This design comes from an exercise in tuning for a short achievable clock period and few clock cycles per item on the open sky130 flow, not from production work.
Function was checked by simulation only, so behaviour that the tests miss may differ from the original.
Power figures rest on the tool's default switching activity, not on a simulated workload.

[run.sh]
#!/bin/bash
# synth_recipe.tcl (not shown) runs the flow's synth.tcl, then flattens the netlist and writes it again
# the make line also repeats each setting of config.mk as NAME=value (left out here)
make -C /OpenROAD-flow-scripts/flow DESIGN_CONFIG=/design/flow/config.mk WORK_HOME=/design/flow/orfs CLKGATE_MAP_FILE= SYNTH_SCRIPT=/design/flow/synth_recipe.tcl finish
[config.mk]
export PLATFORM = sky130hd
export DESIGN_NAME = virtio_mmio_top
export DESIGN_NICKNAME = virtio_mmio_top
export VERILOG_FILES = /design/flow/design.v
export SDC_FILE = /design/flow/constraint.sdc
export NUM_CORES = 4
export LEC_CHECK = 0
export CAP_MARGIN = 20
export CORE_MARGIN = 2
export CORE_UTILIZATION = 40
export SLEW_MARGIN = 20
[constraint.sdc]
create_clock -name core_clock -period 5.0 [get_ports {axi_aclk}]
set_input_delay 1.0000 -clock core_clock [delete_from_list [all_inputs] [get_ports {axi_aclk}]]
set_output_delay 1.0000 -clock core_clock [all_outputs]
set_load 0.01 [all_outputs]
[design.v]
`timescale 1ns/1ps
module axi_write_engine
#(
	parameter int ID_W = 1
)
(
	input  logic            axi_aclk,
	input  logic            axi_aresetn,
	input  logic [ID_W-1:0] awid,
	input  logic [11:0]     awaddr,
	input  logic [7:0]      awlen,
	input  logic [1:0]      awburst,
	input  logic            awvalid,
	output logic            awready,
	input  logic [31:0]     wdata,
	input  logic            wlast,
	input  logic            wvalid,
	output logic            wready,
	output logic [ID_W-1:0] bid,
	output logic [1:0]      bresp,
	output logic            bvalid,
	input  logic            bready,
	output logic            wr_req_write,
	output logic [11:0]     wr_req_addr,
	output logic [31:0]     wr_req_data,
	output logic            wr_valid,
	input  logic            wr_ready
);
	localparam [31:0] MAGIC_VALUE       = 32'h7472_6976;
	localparam [31:0] VERSION           = 32'd2;
	localparam [31:0] DEVICE_ID         = 32'd2;
	localparam [31:0] VENDOR_ID         = 32'hff00_1af4;
	localparam [31:0] QUEUE_NUM_MAX     = 32'd16;
	localparam [31:0] CONFIG_GENERATION = 32'd0;
	localparam [63:0] SECTOR_COUNT      = 64'd4;
	localparam [63:0] DEVICE_FEATURES   = 64'h0000_0003_0000_0000;
	localparam [11:0] WORD_BYTES = 12'd4;
	localparam [11:0] OFF_MAGIC            = 12'h000;
	localparam [11:0] OFF_VERSION          = 12'h004;
	localparam [11:0] OFF_DEVICE_ID        = 12'h008;
	localparam [11:0] OFF_VENDOR_ID        = 12'h00c;
	localparam [11:0] OFF_DEV_FEATURES     = 12'h010;
	localparam [11:0] OFF_DEV_FEATURES_SEL = 12'h014;
	localparam [11:0] OFF_QUEUE_SEL        = 12'h030;
	localparam [11:0] OFF_QUEUE_NUM_MAX    = 12'h034;
	localparam [11:0] OFF_QUEUE_NUM        = 12'h038;
	localparam [11:0] OFF_QUEUE_READY      = 12'h044;
	localparam [11:0] OFF_QUEUE_NOTIFY     = 12'h050;
	localparam [11:0] OFF_INT_STATUS       = 12'h060;
	localparam [11:0] OFF_INT_ACK          = 12'h064;
	localparam [11:0] OFF_STATUS           = 12'h070;
	localparam [11:0] OFF_DESC_LO          = 12'h080;
	localparam [11:0] OFF_DESC_HI          = 12'h084;
	localparam [11:0] OFF_DRIVER_LO        = 12'h090;
	localparam [11:0] OFF_DRIVER_HI        = 12'h094;
	localparam [11:0] OFF_DEVICE_LO        = 12'h0a0;
	localparam [11:0] OFF_DEVICE_HI        = 12'h0a4;
	localparam [11:0] OFF_CONFIG_GEN       = 12'h0fc;
	localparam [11:0] OFF_CAPACITY_LO      = 12'h100;
	localparam [11:0] OFF_CAPACITY_HI      = 12'h104;
	localparam STAT_ACK         = 0;
	localparam STAT_DRIVER      = 1;
	localparam STAT_DRIVER_OK   = 2;
	localparam STAT_FEATURES_OK = 3;
	localparam [1:0] DEV_RESET        = 2'd0;
	localparam [1:0] DEV_SETUP_BASE   = 2'd1;
	localparam [1:0] DEV_SETUP_DRIVER = 2'd2;
	localparam [1:0] DEV_IDLE         = 2'd3;
	localparam [1:0] BURST_FIXED = 2'b00;
	localparam [1:0] BURST_INCR  = 2'b01;
	localparam [1:0] BURST_WRAP  = 2'b10;
	localparam [1:0] OKAY = 2'b00;
	localparam [1:0] W_IDLE = 2'd0;
	localparam [1:0] W_ADDR = 2'd1;
	localparam [1:0] W_DATA = 2'd2;
	localparam [1:0] W_RESP = 2'd3;
	logic [1:0]  state;
	logic [11:0] beat_addr;
	logic [7:0]  beat_len;
	logic [7:0]  beat_cnt;
	logic [1:0]  beat_burst;
	logic        beat_done;
	logic        last_beat;
	assign wr_valid     = (state == W_DATA) && wvalid;
	assign wr_req_write = 1'b1;
	assign wr_req_addr  = beat_addr;
	assign wr_req_data  = wdata;
	assign wready       = wr_ready;
	assign beat_done    = wr_valid && wr_ready;
	assign last_beat    = wlast || (beat_cnt == beat_len);
	assign bresp        = OKAY;
	always_ff @(posedge axi_aclk)
	begin
		if (!axi_aresetn)
		begin
			state    <= W_IDLE;
			awready  <= 1'b0;
			bvalid   <= 1'b0;
			beat_cnt <= '0;
		end
		else
		begin
			case (state)
				W_IDLE:
					if (awvalid)
					begin
						awready  <= 1'b1;
						beat_cnt <= '0;
						state    <= W_ADDR;
					end
				W_ADDR:
				begin
					awready <= 1'b0;
					state   <= W_DATA;
				end
				W_DATA:
					if (beat_done)
					begin
						beat_cnt <= beat_cnt + 1'b1;
						if (last_beat)
						begin
							bvalid <= 1'b1;
							state  <= W_RESP;
						end
					end
				default:
					if (bready)
					begin
						bvalid <= 1'b0;
						state  <= W_IDLE;
					end
			endcase
		end
	end
	always_ff @(posedge axi_aclk)
	begin
		if (state == W_IDLE && awvalid)
		begin
			bid        <= awid;
			beat_addr  <= awaddr;
			beat_len   <= awlen;
			beat_burst <= awburst;
		end
		else if (beat_done && (beat_burst == BURST_INCR || beat_burst == BURST_WRAP))
			beat_addr <= beat_addr + WORD_BYTES;
	end
endmodule
`timescale 1ns/1ps
module axi_read_engine
#(
	parameter int ID_W = 1
)
(
	input  logic            axi_aclk,
	input  logic            axi_aresetn,
	input  logic [ID_W-1:0] arid,
	input  logic [11:0]     araddr,
	input  logic [7:0]      arlen,
	input  logic [1:0]      arburst,
	input  logic            arvalid,
	output logic            arready,
	output logic [ID_W-1:0] rid,
	output logic [31:0]     rdata,
	output logic [1:0]      rresp,
	output logic            rlast,
	output logic            rvalid,
	input  logic            rready,
	output logic            rd_req_write,
	output logic [11:0]     rd_req_addr,
	output logic [31:0]     rd_req_data,
	output logic            rd_valid,
	input  logic            rd_ready,
	input  logic [31:0]     bank_rdata
);
	localparam [31:0] MAGIC_VALUE       = 32'h7472_6976;
	localparam [31:0] VERSION           = 32'd2;
	localparam [31:0] DEVICE_ID         = 32'd2;
	localparam [31:0] VENDOR_ID         = 32'hff00_1af4;
	localparam [31:0] QUEUE_NUM_MAX     = 32'd16;
	localparam [31:0] CONFIG_GENERATION = 32'd0;
	localparam [63:0] SECTOR_COUNT      = 64'd4;
	localparam [63:0] DEVICE_FEATURES   = 64'h0000_0003_0000_0000;
	localparam [11:0] WORD_BYTES = 12'd4;
	localparam [11:0] OFF_MAGIC            = 12'h000;
	localparam [11:0] OFF_VERSION          = 12'h004;
	localparam [11:0] OFF_DEVICE_ID        = 12'h008;
	localparam [11:0] OFF_VENDOR_ID        = 12'h00c;
	localparam [11:0] OFF_DEV_FEATURES     = 12'h010;
	localparam [11:0] OFF_DEV_FEATURES_SEL = 12'h014;
	localparam [11:0] OFF_QUEUE_SEL        = 12'h030;
	localparam [11:0] OFF_QUEUE_NUM_MAX    = 12'h034;
	localparam [11:0] OFF_QUEUE_NUM        = 12'h038;
	localparam [11:0] OFF_QUEUE_READY      = 12'h044;
	localparam [11:0] OFF_QUEUE_NOTIFY     = 12'h050;
	localparam [11:0] OFF_INT_STATUS       = 12'h060;
	localparam [11:0] OFF_INT_ACK          = 12'h064;
	localparam [11:0] OFF_STATUS           = 12'h070;
	localparam [11:0] OFF_DESC_LO          = 12'h080;
	localparam [11:0] OFF_DESC_HI          = 12'h084;
	localparam [11:0] OFF_DRIVER_LO        = 12'h090;
	localparam [11:0] OFF_DRIVER_HI        = 12'h094;
	localparam [11:0] OFF_DEVICE_LO        = 12'h0a0;
	localparam [11:0] OFF_DEVICE_HI        = 12'h0a4;
	localparam [11:0] OFF_CONFIG_GEN       = 12'h0fc;
	localparam [11:0] OFF_CAPACITY_LO      = 12'h100;
	localparam [11:0] OFF_CAPACITY_HI      = 12'h104;
	localparam STAT_ACK         = 0;
	localparam STAT_DRIVER      = 1;
	localparam STAT_DRIVER_OK   = 2;
	localparam STAT_FEATURES_OK = 3;
	localparam [1:0] DEV_RESET        = 2'd0;
	localparam [1:0] DEV_SETUP_BASE   = 2'd1;
	localparam [1:0] DEV_SETUP_DRIVER = 2'd2;
	localparam [1:0] DEV_IDLE         = 2'd3;
	localparam [1:0] BURST_FIXED = 2'b00;
	localparam [1:0] BURST_INCR  = 2'b01;
	localparam [1:0] BURST_WRAP  = 2'b10;
	localparam [1:0] OKAY = 2'b00;
	localparam [2:0] R_IDLE = 3'd0;
	localparam [2:0] R_ADDR = 3'd1;
	localparam [2:0] R_REQ  = 3'd2;
	localparam [2:0] R_WAIT = 3'd3;
	localparam [2:0] R_DATA = 3'd4;
	logic [2:0]  state;
	logic [11:0] beat_addr;
	logic [7:0]  beat_len;
	logic [7:0]  beat_cnt;
	logic [1:0]  beat_burst;
	logic        next_beat;
	assign rd_valid     = (state == R_REQ);
	assign rd_req_write = 1'b0;
	assign rd_req_addr  = beat_addr;
	assign rd_req_data  = '0;
	assign rresp        = OKAY;
	assign next_beat    = rvalid && rready && !rlast;
	always_ff @(posedge axi_aclk)
	begin
		if (!axi_aresetn)
		begin
			state    <= R_IDLE;
			arready  <= 1'b0;
			rvalid   <= 1'b0;
			rlast    <= 1'b0;
			beat_cnt <= '0;
		end
		else
		begin
			case (state)
				R_IDLE:
					if (arvalid)
					begin
						arready  <= 1'b1;
						beat_cnt <= '0;
						state    <= R_ADDR;
					end
				R_ADDR:
				begin
					arready <= 1'b0;
					state   <= R_REQ;
				end
				R_REQ:
					if (rd_ready)
						state <= R_WAIT;
				R_WAIT:
				begin
					rvalid <= 1'b1;
					rlast  <= (beat_cnt == beat_len);
					state  <= R_DATA;
				end
				default:
					if (rready)
					begin
						rvalid   <= 1'b0;
						rlast    <= 1'b0;
						beat_cnt <= beat_cnt + 1'b1;
						state    <= rlast ? R_IDLE : R_REQ;
					end
			endcase
		end
	end
	always_ff @(posedge axi_aclk)
	begin
		if (state == R_IDLE && arvalid)
		begin
			rid        <= arid;
			beat_addr  <= araddr;
			beat_len   <= arlen;
			beat_burst <= arburst;
		end
		else if (next_beat && (beat_burst == BURST_INCR || beat_burst == BURST_WRAP))
			beat_addr <= beat_addr + WORD_BYTES;
		if (state == R_WAIT)
			rdata <= bank_rdata;
	end
endmodule
`timescale 1ns/1ps
module reg_arbiter
(
	input  logic        axi_aclk,
	input  logic        axi_aresetn,
	input  logic        wr_req_write,
	input  logic [11:0] wr_req_addr,
	input  logic [31:0] wr_req_data,
	input  logic        wr_valid,
	output logic        wr_ready,
	input  logic        rd_req_write,
	input  logic [11:0] rd_req_addr,
	input  logic [31:0] rd_req_data,
	input  logic        rd_valid,
	output logic        rd_ready,
	output logic        bank_req_write,
	output logic [11:0] bank_req_addr,
	output logic [31:0] bank_req_data,
	output logic        bank_valid
);
	logic rd_first;
	assign wr_ready       = wr_valid && !(rd_valid && rd_first);
	assign rd_ready       = rd_valid && !wr_ready;
	assign bank_valid     = wr_valid || rd_valid;
	assign bank_req_write = wr_ready ? wr_req_write : rd_req_write;
	assign bank_req_addr  = wr_ready ? wr_req_addr : rd_req_addr;
	assign bank_req_data  = wr_ready ? wr_req_data : rd_req_data;
	always_ff @(posedge axi_aclk)
	begin
		if (!axi_aresetn)
			rd_first <= 1'b0;
		else if (wr_valid && rd_valid)
			rd_first <= !rd_first;
	end
endmodule
`timescale 1ns/1ps
module device_status_fsm
(
	input  logic        axi_aclk,
	input  logic        axi_aresetn,
	input  logic        status_wr,
	input  logic [31:0] status_wdata,
	output logic [31:0] device_status,
	output logic [1:0]  dev_state
);
	localparam [31:0] MAGIC_VALUE       = 32'h7472_6976;
	localparam [31:0] VERSION           = 32'd2;
	localparam [31:0] DEVICE_ID         = 32'd2;
	localparam [31:0] VENDOR_ID         = 32'hff00_1af4;
	localparam [31:0] QUEUE_NUM_MAX     = 32'd16;
	localparam [31:0] CONFIG_GENERATION = 32'd0;
	localparam [63:0] SECTOR_COUNT      = 64'd4;
	localparam [63:0] DEVICE_FEATURES   = 64'h0000_0003_0000_0000;
	localparam [11:0] WORD_BYTES = 12'd4;
	localparam [11:0] OFF_MAGIC            = 12'h000;
	localparam [11:0] OFF_VERSION          = 12'h004;
	localparam [11:0] OFF_DEVICE_ID        = 12'h008;
	localparam [11:0] OFF_VENDOR_ID        = 12'h00c;
	localparam [11:0] OFF_DEV_FEATURES     = 12'h010;
	localparam [11:0] OFF_DEV_FEATURES_SEL = 12'h014;
	localparam [11:0] OFF_QUEUE_SEL        = 12'h030;
	localparam [11:0] OFF_QUEUE_NUM_MAX    = 12'h034;
	localparam [11:0] OFF_QUEUE_NUM        = 12'h038;
	localparam [11:0] OFF_QUEUE_READY      = 12'h044;
	localparam [11:0] OFF_QUEUE_NOTIFY     = 12'h050;
	localparam [11:0] OFF_INT_STATUS       = 12'h060;
	localparam [11:0] OFF_INT_ACK          = 12'h064;
	localparam [11:0] OFF_STATUS           = 12'h070;
	localparam [11:0] OFF_DESC_LO          = 12'h080;
	localparam [11:0] OFF_DESC_HI          = 12'h084;
	localparam [11:0] OFF_DRIVER_LO        = 12'h090;
	localparam [11:0] OFF_DRIVER_HI        = 12'h094;
	localparam [11:0] OFF_DEVICE_LO        = 12'h0a0;
	localparam [11:0] OFF_DEVICE_HI        = 12'h0a4;
	localparam [11:0] OFF_CONFIG_GEN       = 12'h0fc;
	localparam [11:0] OFF_CAPACITY_LO      = 12'h100;
	localparam [11:0] OFF_CAPACITY_HI      = 12'h104;
	localparam STAT_ACK         = 0;
	localparam STAT_DRIVER      = 1;
	localparam STAT_DRIVER_OK   = 2;
	localparam STAT_FEATURES_OK = 3;
	localparam [1:0] DEV_RESET        = 2'd0;
	localparam [1:0] DEV_SETUP_BASE   = 2'd1;
	localparam [1:0] DEV_SETUP_DRIVER = 2'd2;
	localparam [1:0] DEV_IDLE         = 2'd3;
	localparam [1:0] BURST_FIXED = 2'b00;
	localparam [1:0] BURST_INCR  = 2'b01;
	localparam [1:0] BURST_WRAP  = 2'b10;
	localparam [1:0] OKAY = 2'b00;
	logic [1:0] step_pos;
	logic       step_ok;
	always_comb
	begin
		case (dev_state)
			DEV_RESET:        step_pos = 2'(STAT_DRIVER);
			DEV_SETUP_BASE:   step_pos = 2'(STAT_FEATURES_OK);
			DEV_SETUP_DRIVER: step_pos = 2'(STAT_DRIVER_OK);
			default:          step_pos = 2'(STAT_ACK);
		endcase
	end
	assign step_ok = (dev_state != DEV_IDLE) && status_wdata[step_pos];
	always_ff @(posedge axi_aclk)
	begin
		if (!axi_aresetn)
		begin
			device_status <= '0;
			dev_state     <= DEV_RESET;
		end
		else if (status_wr)
		begin
			if (status_wdata == '0)
			begin
				device_status <= 32'd1 << STAT_ACK;
				dev_state     <= DEV_RESET;
			end
			else if (step_ok)
			begin
				device_status[step_pos] <= 1'b1;
				dev_state               <= dev_state + 2'd1;
			end
		end
	end
endmodule
`timescale 1ns/1ps
module virtio_regs
#(
	parameter int QUEUE_NUM = 1
)
(
	input  logic        axi_aclk,
	input  logic        axi_aresetn,
	input  logic        bank_req_write,
	input  logic [11:0] bank_req_addr,
	input  logic [31:0] bank_req_data,
	input  logic        bank_valid,
	output logic [31:0] bank_rdata,
	output logic        status_wr,
	output logic [31:0] status_wdata,
	input  logic [31:0] device_status,
	output logic        interrupt
);
	localparam [31:0] MAGIC_VALUE       = 32'h7472_6976;
	localparam [31:0] VERSION           = 32'd2;
	localparam [31:0] DEVICE_ID         = 32'd2;
	localparam [31:0] VENDOR_ID         = 32'hff00_1af4;
	localparam [31:0] QUEUE_NUM_MAX     = 32'd16;
	localparam [31:0] CONFIG_GENERATION = 32'd0;
	localparam [63:0] SECTOR_COUNT      = 64'd4;
	localparam [63:0] DEVICE_FEATURES   = 64'h0000_0003_0000_0000;
	localparam [11:0] WORD_BYTES = 12'd4;
	localparam [11:0] OFF_MAGIC            = 12'h000;
	localparam [11:0] OFF_VERSION          = 12'h004;
	localparam [11:0] OFF_DEVICE_ID        = 12'h008;
	localparam [11:0] OFF_VENDOR_ID        = 12'h00c;
	localparam [11:0] OFF_DEV_FEATURES     = 12'h010;
	localparam [11:0] OFF_DEV_FEATURES_SEL = 12'h014;
	localparam [11:0] OFF_QUEUE_SEL        = 12'h030;
	localparam [11:0] OFF_QUEUE_NUM_MAX    = 12'h034;
	localparam [11:0] OFF_QUEUE_NUM        = 12'h038;
	localparam [11:0] OFF_QUEUE_READY      = 12'h044;
	localparam [11:0] OFF_QUEUE_NOTIFY     = 12'h050;
	localparam [11:0] OFF_INT_STATUS       = 12'h060;
	localparam [11:0] OFF_INT_ACK          = 12'h064;
	localparam [11:0] OFF_STATUS           = 12'h070;
	localparam [11:0] OFF_DESC_LO          = 12'h080;
	localparam [11:0] OFF_DESC_HI          = 12'h084;
	localparam [11:0] OFF_DRIVER_LO        = 12'h090;
	localparam [11:0] OFF_DRIVER_HI        = 12'h094;
	localparam [11:0] OFF_DEVICE_LO        = 12'h0a0;
	localparam [11:0] OFF_DEVICE_HI        = 12'h0a4;
	localparam [11:0] OFF_CONFIG_GEN       = 12'h0fc;
	localparam [11:0] OFF_CAPACITY_LO      = 12'h100;
	localparam [11:0] OFF_CAPACITY_HI      = 12'h104;
	localparam STAT_ACK         = 0;
	localparam STAT_DRIVER      = 1;
	localparam STAT_DRIVER_OK   = 2;
	localparam STAT_FEATURES_OK = 3;
	localparam [1:0] DEV_RESET        = 2'd0;
	localparam [1:0] DEV_SETUP_BASE   = 2'd1;
	localparam [1:0] DEV_SETUP_DRIVER = 2'd2;
	localparam [1:0] DEV_IDLE         = 2'd3;
	localparam [1:0] BURST_FIXED = 2'b00;
	localparam [1:0] BURST_INCR  = 2'b01;
	localparam [1:0] BURST_WRAP  = 2'b10;
	localparam [1:0] OKAY = 2'b00;
	localparam int QIDX_W = (QUEUE_NUM > 1) ? $clog2(QUEUE_NUM) : 1;
	logic [31:0]       feature_sel;
	logic [31:0]       queue_sel;
	logic [31:0]       queue_num;
	logic [31:0]       int_status;
	logic [31:0]       queue_tab [QUEUE_NUM*7];
	logic [QIDX_W-1:0] sel_idx;
	logic              sel_ok;
	logic [2:0]        slot;
	logic              slot_hit;
	logic [31:0]       slot_data;
	logic [31:0]       feature_word;
	logic [31:0]       rd_value;
	logic              wr_en;
	logic              rd_en;
	assign wr_en   = bank_valid && bank_req_write;
	assign rd_en   = bank_valid && !bank_req_write;
	assign sel_ok  = queue_sel < 32'(QUEUE_NUM);
	assign sel_idx = queue_sel[QIDX_W-1:0];
	assign status_wr    = wr_en && (bank_req_addr == OFF_STATUS);
	assign status_wdata = bank_req_data;
	always_comb
	begin
		slot     = 3'd0;
		slot_hit = 1'b1;
		case (bank_req_addr)
			OFF_QUEUE_READY: slot = 3'd0;
			OFF_DESC_LO:     slot = 3'd1;
			OFF_DESC_HI:     slot = 3'd2;
			OFF_DRIVER_LO:   slot = 3'd3;
			OFF_DRIVER_HI:   slot = 3'd4;
			OFF_DEVICE_LO:   slot = 3'd5;
			OFF_DEVICE_HI:   slot = 3'd6;
			default:         slot_hit = 1'b0;
		endcase
	end
	assign slot_data    = (slot_hit && sel_ok) ? queue_tab[sel_idx*7 + slot] : '0;
	assign feature_word = (feature_sel == '0) ? DEVICE_FEATURES[31:0] :
		(feature_sel == 32'd1) ? DEVICE_FEATURES[63:32] : '0;
	always_ff @(posedge axi_aclk)
	begin
		if (!axi_aresetn)
		begin
			feature_sel <= '0;
			queue_sel   <= '0;
			queue_num   <= '0;
			int_status  <= '0;
			for (int i = 0; i < QUEUE_NUM*7; i++)
				queue_tab[i] <= '0;
		end
		else if (wr_en)
		begin
			case (bank_req_addr)
				OFF_DEV_FEATURES_SEL: feature_sel <= bank_req_data;
				OFF_QUEUE_SEL:        queue_sel <= bank_req_data;
				OFF_QUEUE_NUM:        queue_num <= bank_req_data;
				OFF_QUEUE_NOTIFY:     int_status[0] <= 1'b1;
				OFF_INT_ACK:          int_status <= int_status & ~bank_req_data;
				default:
					if (slot_hit && sel_ok)
						queue_tab[sel_idx*7 + slot] <= bank_req_data;
			endcase
		end
	end
	always_comb
	begin
		case (bank_req_addr)
			OFF_MAGIC:         rd_value = MAGIC_VALUE;
			OFF_VERSION:       rd_value = VERSION;
			OFF_DEVICE_ID:     rd_value = DEVICE_ID;
			OFF_VENDOR_ID:     rd_value = VENDOR_ID;
			OFF_DEV_FEATURES:  rd_value = feature_word;
			OFF_QUEUE_NUM_MAX: rd_value = QUEUE_NUM_MAX;
			OFF_QUEUE_NUM:     rd_value = queue_num;
			OFF_INT_STATUS:    rd_value = int_status;
			OFF_STATUS:        rd_value = device_status;
			OFF_CONFIG_GEN:    rd_value = CONFIG_GENERATION;
			OFF_CAPACITY_LO:   rd_value = SECTOR_COUNT[31:0];
			OFF_CAPACITY_HI:   rd_value = SECTOR_COUNT[63:32];
			default:           rd_value = slot_data;
		endcase
	end
	always_ff @(posedge axi_aclk)
	begin
		if (rd_en)
			bank_rdata <= rd_value;
	end
	always_ff @(posedge axi_aclk)
	begin
		if (!axi_aresetn)
			interrupt <= 1'b0;
		else
			interrupt <= int_status[0];
	end
endmodule
`timescale 1ns/1ps
module virtio_mmio_top
#(
	parameter int ID_W      = 1,
	parameter int QUEUE_NUM = 1
)
(
	input  logic            axi_aclk,
	input  logic            axi_aresetn,
	input  logic [ID_W-1:0] awid,
	input  logic [11:0]     awaddr,
	input  logic [7:0]      awlen,
	input  logic [1:0]      awburst,
	input  logic            awvalid,
	output logic            awready,
	input  logic [31:0]     wdata,
	input  logic            wlast,
	input  logic            wvalid,
	output logic            wready,
	output logic [ID_W-1:0] bid,
	output logic [1:0]      bresp,
	output logic            bvalid,
	input  logic            bready,
	input  logic [ID_W-1:0] arid,
	input  logic [11:0]     araddr,
	input  logic [7:0]      arlen,
	input  logic [1:0]      arburst,
	input  logic            arvalid,
	output logic            arready,
	output logic [ID_W-1:0] rid,
	output logic [31:0]     rdata,
	output logic [1:0]      rresp,
	output logic            rlast,
	output logic            rvalid,
	input  logic            rready,
	output logic            interrupt
);
	logic        wr_req_write;
	logic [11:0] wr_req_addr;
	logic [31:0] wr_req_data;
	logic        wr_valid;
	logic        wr_ready;
	logic        rd_req_write;
	logic [11:0] rd_req_addr;
	logic [31:0] rd_req_data;
	logic        rd_valid;
	logic        rd_ready;
	logic        bank_req_write;
	logic [11:0] bank_req_addr;
	logic [31:0] bank_req_data;
	logic        bank_valid;
	logic [31:0] bank_rdata;
	logic        status_wr;
	logic [31:0] status_wdata;
	logic [31:0] device_status;
	logic [1:0]  dev_state;
	axi_write_engine #(.ID_W(ID_W)) i_axi_write_engine (
		.axi_aclk(axi_aclk), .axi_aresetn(axi_aresetn),
		.awid(awid), .awaddr(awaddr), .awlen(awlen), .awburst(awburst),
		.awvalid(awvalid), .awready(awready),
		.wdata(wdata), .wlast(wlast), .wvalid(wvalid), .wready(wready),
		.bid(bid), .bresp(bresp), .bvalid(bvalid), .bready(bready),
		.wr_req_write(wr_req_write), .wr_req_addr(wr_req_addr), .wr_req_data(wr_req_data),
		.wr_valid(wr_valid), .wr_ready(wr_ready)
	);
	axi_read_engine #(.ID_W(ID_W)) i_axi_read_engine (
		.axi_aclk(axi_aclk), .axi_aresetn(axi_aresetn),
		.arid(arid), .araddr(araddr), .arlen(arlen), .arburst(arburst),
		.arvalid(arvalid), .arready(arready),
		.rid(rid), .rdata(rdata), .rresp(rresp), .rlast(rlast), .rvalid(rvalid),
		.rready(rready),
		.rd_req_write(rd_req_write), .rd_req_addr(rd_req_addr), .rd_req_data(rd_req_data),
		.rd_valid(rd_valid), .rd_ready(rd_ready), .bank_rdata(bank_rdata)
	);
	reg_arbiter i_reg_arbiter (
		.axi_aclk(axi_aclk), .axi_aresetn(axi_aresetn),
		.wr_req_write(wr_req_write), .wr_req_addr(wr_req_addr), .wr_req_data(wr_req_data),
		.wr_valid(wr_valid), .wr_ready(wr_ready),
		.rd_req_write(rd_req_write), .rd_req_addr(rd_req_addr), .rd_req_data(rd_req_data),
		.rd_valid(rd_valid), .rd_ready(rd_ready),
		.bank_req_write(bank_req_write), .bank_req_addr(bank_req_addr),
		.bank_req_data(bank_req_data), .bank_valid(bank_valid)
	);
	virtio_regs #(.QUEUE_NUM(QUEUE_NUM)) i_virtio_regs (
		.axi_aclk(axi_aclk), .axi_aresetn(axi_aresetn),
		.bank_req_write(bank_req_write), .bank_req_addr(bank_req_addr),
		.bank_req_data(bank_req_data), .bank_valid(bank_valid), .bank_rdata(bank_rdata),
		.status_wr(status_wr), .status_wdata(status_wdata),
		.device_status(device_status), .interrupt(interrupt)
	);
	device_status_fsm i_device_status_fsm (
		.axi_aclk(axi_aclk), .axi_aresetn(axi_aresetn),
		.status_wr(status_wr), .status_wdata(status_wdata),
		.device_status(device_status), .dev_state(dev_state)
	);
endmodule
==> results.txt <==
[Yosys cell counts (9+ instances only)]
library cell / n / area, um2
a21oi_1: 127 / 636
mux4_2: 65 / 1460
edfxtp_1: 334 / 10000
nand2_1: 321 / 1200
a221oi_1: 16 / 140
buf_4: 17 / 128
dfxtp_1: 195 / 3900
ha_1: 14 / 175
buf_2: 15 / 75.1
nor3_1: 14 / 70.1
nand2b_1: 11 / 68.8
and3_1: 12 / 75.1
xor2_1: 37 / 324
nor4_1: 34 / 213
o21ai_0: 51 / 255
nor2_1: 128 / 480
a31oi_1: 27 / 169
and2_1: 74 / 463
nand4_1: 16 / 100
inv_1: 58 / 218
nand3_1: 54 / 270
clkbuf_1: 108 / 405
nor2_2: 30 / 188
mux2i_1: 60 / 601
xnor2_1: 13 / 114
a22oi_1: 9 / 67.6
o211a_1: 13 / 130
[critical path: cells and delay by family]
kind | cells | cell delay, ns
buffers and inverters | 3 | 0.89
adder cells (fa/ha/maj) | 1 | 1.00
AO/OA/AOI/OAI | 4 | 1.02
AND/OR/NAND/NOR | 2 | 0.27
multiplexers | 1 | 0.50
[report_power, final]
part	leakage [nW]	internal, mW	switching, mW
registers	4.96	4.87	0.155
logic	3.89	0.374	0.632
clock network	0.859	2.29	1.68
[cell families (layout without fill, tap and decap cells)]
group | Yosys count | in the layout | share of synthesized area [%]
AND/OR/NAND/NOR | 727 | 727 | 15.0
AO/OA/AOI/OAI | 281 | 281 | 7.63
other | 1 | 5 | 0.0165
multiplexers | 129 | 129 | 9.27
buffers and inverters | 212 | 376 | 4.05
XOR/XNOR | 50 | 50 | 1.92
adder cells (fa/ha/maj) | 15 | 15 | 0.858
flip-flops | 529 | 529 | 61.2
[routing by layer]
layer	routed length, um	track usage, %	up-vias
met5	0	0	-
met4	2100	7.26	0
met3	4110	3.50	122
met2	31100	36.4	549
met1	27400	29.4	8094
li1	-	-	7189
[per-stage QoR]
step / total power [mW] / utilization, % / worst slack (ns) / instances / instance area, um2
floorplan: 5.69 / - / 0.0113 / 1947 / 22900
global placement: 6.10 / 44.9 / 0.0669 / 2764 / 25300
detailed placement: 6.11 / 44.9 / 0.0130 / 2764 / 25300
CTS: 10.1 / 48.0 / 0.630 / 2867 / 27000
global route: 10.3 / 48.1 / 0.293 / 2868 / 27000
finish: 10.0 / 48.1 / 0.625 / 2868 / 27000
[final cells by class]
cell class / count / share of cell area, %
diodes: 1 / 0.00925
clock buffers: 87 / 6.07
clock inverters: 16 / 0.384
inverters: 58 / 0.814
multi-input cells: 1206 / 29.8
flip-flops and latches: 529 / 51.5
well taps: 756 / 3.50
repair buffers: 215 / 7.87
[sequential cells by signal, indices dropped and copies added, names as in the netlist, 12 cells and up]
name                          count
i_axi_read_engine.beat_addr      12
i_axi_read_engine.rdata          32
i_axi_write_engine.beat_addr     12
i_virtio_regs.bank_rdata         32
i_virtio_regs.feature_sel        32
i_virtio_regs.int_status         32
i_virtio_regs.queue_num          32
i_virtio_regs.queue_sel          32
i_virtio_regs.queue_tab         256
[final timing paths]
check | end
setup reg to reg | i_virtio_regs.bank_rdata[30]$_DFFE_PP_
setup / recovery | i_virtio_regs.bank_rdata[30]$_DFFE_PP_
hold reg to reg | i_axi_read_engine.rdata[12]$_DFFE_PP_
hold / removal | i_axi_read_engine.rdata[12]$_DFFE_PP_
==> results.txt <==
----------------------------------------------------
[Timing]
  Slew at the pin with the worst max-slew slack ... 1.18 ns
  Min Tclk post-route ... approximately 4.4 ns
  Tcrit/Tclk final ... 87.5%
  Number of hold violations in the final report ... 0
  Setup TNS ... 0 ns
  Maximum clock frequency ... 229 MHz
  Final setup violation count ... 0
  Max-slew headroom at the worst pin ... 21.1%
  Clock tree skew after final layout ... 0.0195 ns
  Max-slew violation count ... 0
  Minimum hold slack ... 0.419 ns
  Setup repair after global routing missed its margin ... false

[Setup path]
  Slowest cell on the critical path ... fa_4
  Crit start category ... input pin
  Type of the worst setup path ... in -> reg
  Worst-path maximum fanout ... 16
  Setup slack of the most critical reg-to-reg path ... 0.65 ns
  Worst setup path startpoint ... wvalid
  Worst Path Required ... between 5 and 6 ns
  Arrival time of data at the critical path endpoint ... 4.71 ns
  Chain of cells forming the critical path ... clkdlybuf4s50_1 -> and2_1 -> nand2_4 -> buf_4 -> o31a_1 -> a2111o_1 -> fa_4 -> buf_12 -> mux4_2 -> a31oi_1 -> o21ai_0
  Path depth of the worst reg2reg path ... 12
  Reg-to-reg startpoint ... i_axi_write_engine.beat_addr[9]$_DFFE_PP_
  Worst path max stage delay ... 1.00 ns
  CP Capture Type ... register

[CTS]
  Number of gates resized after CTS ... 0
  Clock buffers created by TritonCTS ... 55
  Maximum clock path buffer count ... 3
  Clk pin slew, worst setup/hold paths ... 0.06 ns
  Post-CTS setup-driven buffer insertion count ... 0
  H-tree level count ... 2
  Hold-fix buffer count after cts ... 0
  Skew-Pair Late Insertion Delay ... 0.60 ns
  Total number of clock tree sinks ... 529
  TritonCTS clock tree ... done
  Root buf cell ... clkbuf_16

[Hold path]
  Worst hold path type ... reg -> reg
  Worst hold path depth ... 0
  Worst min-delay path startpoint ... i_virtio_regs.bank_rdata[12]$_DFFE_PP_

[Flow run]
  # Max-Cap Violations ... 0

[Floorplanning]
  Core ar. ... 56300 um2
  Effective utilization at floorplan ... 40.4%
  Area enclosed by the die boundary ... 58800 um2
  Chip width ... about 240 um
  Top-Level Pins ... 131
  Y dimension of the die ... 243 um
  Site row count ... slightly below 90

[Pwr]
  Worst VDD drop ... 245 uV
  Leakage power total ... 9.71 nW
  Power per Cell Area ... 370 nW/um2

[Placed design]
  GPL Wtd Cong ... 0.877
  Half-perimeter wire length after detailed placement ... between 40000 and 50000 um
  I/O Buffers ... 126

[Logic synthesis]
  Count of flip-flops with a built-in enable after synthesis ... 334
  Syn Std Cell Area ... 22800 um2
  Post-synthesis register bit count ... 529
  Synth cell types ... 71
  Share of async-settable or async-resettable flops after synthesis ... 0%
  Per-instance average area after synthesis ... 11.7 um2
  Yosys warnings ... 5
  Synthesized instance count ... roughly 2000
  Primary flip-flop cell chosen by synthesis mapping ... edfxtp_1
  Share of the yosys chip area belonging to registers ... roughly three fifths

[Global route]
  Number of global-route vias before repair ... 16100
  Wire length of the first global-routing pass ... between 90000 and 100000 um
  Pin count of the biggest net entering global routing ... 88
  Number of antenna violations at the first check in global routing ... 1
  All-layer global routing usage ... between 20% and 30%
  Leftover overflow at the end of global routing ... 0

[Finish]
  Layout overhead on the synthesized area ... 18.8%
  Leading cell types in the layout, fill and taps excluded ... edfxtp_1 (334), nand2_1 (320), dfxtp_1 (195), a21oi_1 (127), nor2_1 (127)
  Count of filler cells inserted in the layout ... 4997
  Leading cell type in the layout, fill and taps excluded ... edfxtp_1
  Area of the multi-input gates ... between 8000 and 9000 um2
  Layout cells sized above 1 ... 14.1%
  Footprint of the flip-flops and latches ... 13900 um2
  Net count, final ... ~2200

[Detailed routing]
  Routed len/inst ... 22.6 um
  DR pass1 iterations ... 8
  ANT nets after route ... 0
  Number of vias per cell after detailed routing ... 5.56
  Initial DRC count ... 1412
  DRC ... 0
  Detailed-route via count ... 16000
  Routed WL ... 64800 um

[Run status]
  Outcome ... no timing/DRC/antenna violations

----------------------------------------------------
Testbench counts, summed over its fixed seeds: cycles 26,025, items 11,627.

re-timing with driven ports:
Ports are ideal in the flow. The routed layout listed here was re-timed in OpenROAD.
Step 1, drivers: a clkbuf_16 drives axi_aclk and a buf_2 each remaining input, both assumed.
Step 2 moves the port delays by t, midway between the first and last clock arrival at a register: inputs arrive t later, outputs are due t later. That takes back most of the time a late clock gives input paths.
Slacks: ideal / step 1 / step 2; pairs: ideal / step 1.
t, ns: 0.651
slack for setup (ns): 0.625 / 0.649 / 0.010
hold WS [ns]: 0.419 / 0.419 / 0.419
After both steps setup and hold are still met in this run. For this run, drivers alone change the setup slack by +0.024 ns; drivers and shift together by -0.615 ns.
